This is an optimization exercise on Yosys and OpenROAD, whose aim is small area, a short achievable clock period and few clock cycles per item, not a production implementation.
Function was checked by simulation only, so behaviour that the tests miss may differ from the original.

Setup of run 1:
## rs_polymul
module rs_polymul
(
   input  logic                            CLK,            
   input  logic                            RESET,          
   input  logic                            enable,         
   input  logic                            sync,           
   input  logic [rs_pkg::NUM_SYND-1:0][rs_pkg::SYM_W-1:0]  syndrome_in,    
   input  logic [rs_pkg::NUM_EPS-1:0][rs_pkg::SYM_W-1:0]   epsilon_in,     
   output logic [rs_pkg::NUM_SYND-1:0][rs_pkg::SYM_W-1:0]  syndrome_out,   
   output logic                            done            
);
For scale: about 7700 cells after synthesis, ~120 flip-flops, about 370 I/O pins, ~57000 um2 of cells after synthesis.
make LEC_CHECK=0 CAP_MARGIN=20 CORE_MARGIN=2 CORE_UTILIZATION=40 SLEW_MARGIN=20 finish   # period 5.0 ns
run.sh (not shown) runs the stock make flow with config.mk's settings and CLKGATE_MAP_FILE= SYNTH_SCRIPT=/design/flow/synth_recipe.tcl, a recipe that flattens the netlist after the stock synthesis.
The flow for run 1 finished, though final verification flagged negative setup slack.
Testbench counts of run 1, summed over its fixed seeds: cycles 384, jobs 384.
The inputs of run 2 differ from those of run 1 as listed below.
- swapping 40 for 50 in CORE_UTILIZATION
- putting SETUP_SLACK_MARGIN at 1.0 where nothing was set
==> flow/flow/run.sh (new file) <==
#!/bin/bash
# Standard ORFS layout with two changes: the port buffers are buf_4 cells
# (buffer_ports otherwise picks a slow delay buffer), and the 3-input XOR
# cells are not used (two 2-input XORs are smaller and about as fast).
set -euo pipefail
DU="sky130_fd_sc_hd__probe_p_8 sky130_fd_sc_hd__probec_p_8 sky130_fd_sc_hd__lpflow_bleeder_1 sky130_fd_sc_hd__lpflow_clkbufkapwr_1 sky130_fd_sc_hd__lpflow_clkbufkapwr_16 sky130_fd_sc_hd__lpflow_clkbufkapwr_2 sky130_fd_sc_hd__lpflow_clkbufkapwr_4 sky130_fd_sc_hd__lpflow_clkbufkapwr_8 sky130_fd_sc_hd__lpflow_clkinvkapwr_1 sky130_fd_sc_hd__lpflow_clkinvkapwr_16 sky130_fd_sc_hd__lpflow_clkinvkapwr_2 sky130_fd_sc_hd__lpflow_clkinvkapwr_4 sky130_fd_sc_hd__lpflow_clkinvkapwr_8 sky130_fd_sc_hd__lpflow_decapkapwr_12 sky130_fd_sc_hd__lpflow_decapkapwr_3 sky130_fd_sc_hd__lpflow_decapkapwr_4 sky130_fd_sc_hd__lpflow_decapkapwr_6 sky130_fd_sc_hd__lpflow_decapkapwr_8 sky130_fd_sc_hd__lpflow_inputiso0n_1 sky130_fd_sc_hd__lpflow_inputiso0p_1 sky130_fd_sc_hd__lpflow_inputiso1n_1 sky130_fd_sc_hd__lpflow_inputiso1p_1 sky130_fd_sc_hd__lpflow_inputisolatch_1 sky130_fd_sc_hd__lpflow_isobufsrc_1 sky130_fd_sc_hd__lpflow_isobufsrc_16 sky130_fd_sc_hd__lpflow_isobufsrc_2 sky130_fd_sc_hd__lpflow_isobufsrc_4 sky130_fd_sc_hd__lpflow_isobufsrc_8 sky130_fd_sc_hd__lpflow_isobufsrckapwr_16 sky130_fd_sc_hd__lpflow_lsbuf_lh_hl_isowell_tap_1 sky130_fd_sc_hd__lpflow_lsbuf_lh_hl_isowell_tap_2 sky130_fd_sc_hd__lpflow_lsbuf_lh_hl_isowell_tap_4 sky130_fd_sc_hd__lpflow_lsbuf_lh_isowell_4 sky130_fd_sc_hd__lpflow_lsbuf_lh_isowell_tap_1 sky130_fd_sc_hd__lpflow_lsbuf_lh_isowell_tap_2 sky130_fd_sc_hd__lpflow_lsbuf_lh_isowell_tap_4 sky130_fd_sc_hd__xor3_1 sky130_fd_sc_hd__xor3_2 sky130_fd_sc_hd__xor3_4 sky130_fd_sc_hd__xnor3_1 sky130_fd_sc_hd__xnor3_2 sky130_fd_sc_hd__xnor3_4"
bash standard.sh DONT_USE_CELLS="$DU" BUFFER_PORTS_ARGS="-buffer_cell sky130_fd_sc_hd__buf_4" finish > standard_flow.log 2>&1
==> flow/standard.sh (new file) <==
#!/bin/bash
# synth_recipe.tcl (not shown) runs the flow's synth.tcl, then flattens the netlist and writes it again
# the make line also repeats each setting of config.mk as NAME=value (left out here)
make -C /OpenROAD-flow-scripts/flow DESIGN_CONFIG=/design/flow/config.mk WORK_HOME=/design/flow/orfs CLKGATE_MAP_FILE= SYNTH_SCRIPT=/design/flow/synth_recipe.tcl "${@:-finish}"
removed: flow/run.sh
[summary]
Run 2 ended with every stage complete and zero timing, DRC or antenna violations.
Sort run 1 and run 2 by vias per cell asc -> top: run 1
clkdlybuf4s50_1 as the cell with the largest stage delay on the worst path was reported by run 1, and xnor2_1 by run 2.
Of run 1 and run 2, the higher clock period minus worst slack belongs to run 1.
Relative to run 1, post-placement cell area has gone down in run 2.
Lower utilization after layout was reported by run 1, not run 2.
Edits applied to the flow inputs when going from run 2 to run 3:
- a change of CORE_UTILIZATION from 50 to 60
==> flow/flow/run.sh <==
#!/bin/bash
# Standard ORFS layout; the only change is the cell used for the port
# buffers (a buf_4 instead of the delay buffer buffer_ports picks itself).
set -euo pipefail
bash standard.sh BUFFER_PORTS_ARGS="-buffer_cell sky130_fd_sc_hd__buf_4" finish > standard_flow.log 2>&1
Results
Run 3 reached the end of the flow, and the finished layout is clean on the timing, design-rule and antenna checks.
Multi-input logic cell count: run 3 vs run 2 down 159
Count of clock-buffer cells in the layout came out higher on run 3 than on run 2.
Setup slack: run 3 less than run 2
Compared with run 2, wire length of the first global-routing pass in run 3 increased by a few percent.
From run 2 to run 3 the numbers moved as follows: total length of routed wires climbed 2.8%; synthesized cell count dropped 1.7%.

==> what the ideal ports hide <==
The results above use ideal ports. As a check the final layouts listed here were re-extracted and re-timed, cells and wires unchanged. Step 1: set_driving_cell puts a clkbuf_16 on CLK and a buf_2 on each other input, an assumption about the parent block. Step 2 moves the port delays by t, midway between the first and last clock arrival at a register: inputs arrive t later, outputs are due t later. That takes back most of the time a late clock gives input paths. Slacks: ideal / step 1 / step 2; pairs: ideal / step 1.
| run | shift t [ns] | slack for setup (ns) | worst setup path at the end |
|---|---|---|---|
| run 1 | 0.607 | -0.081 / -0.026 / -0.632 | input to register |
| run 2 | 0.560 | 0.864 / 0.899 / 0.338 | input to register |
| run 3 | 0.532 | 0.836 / 0.869 / 0.337 | input to register |
For run 1, which loses most, drivers alone change the setup slack by +0.055 ns; drivers and shift together by -0.551 ns.
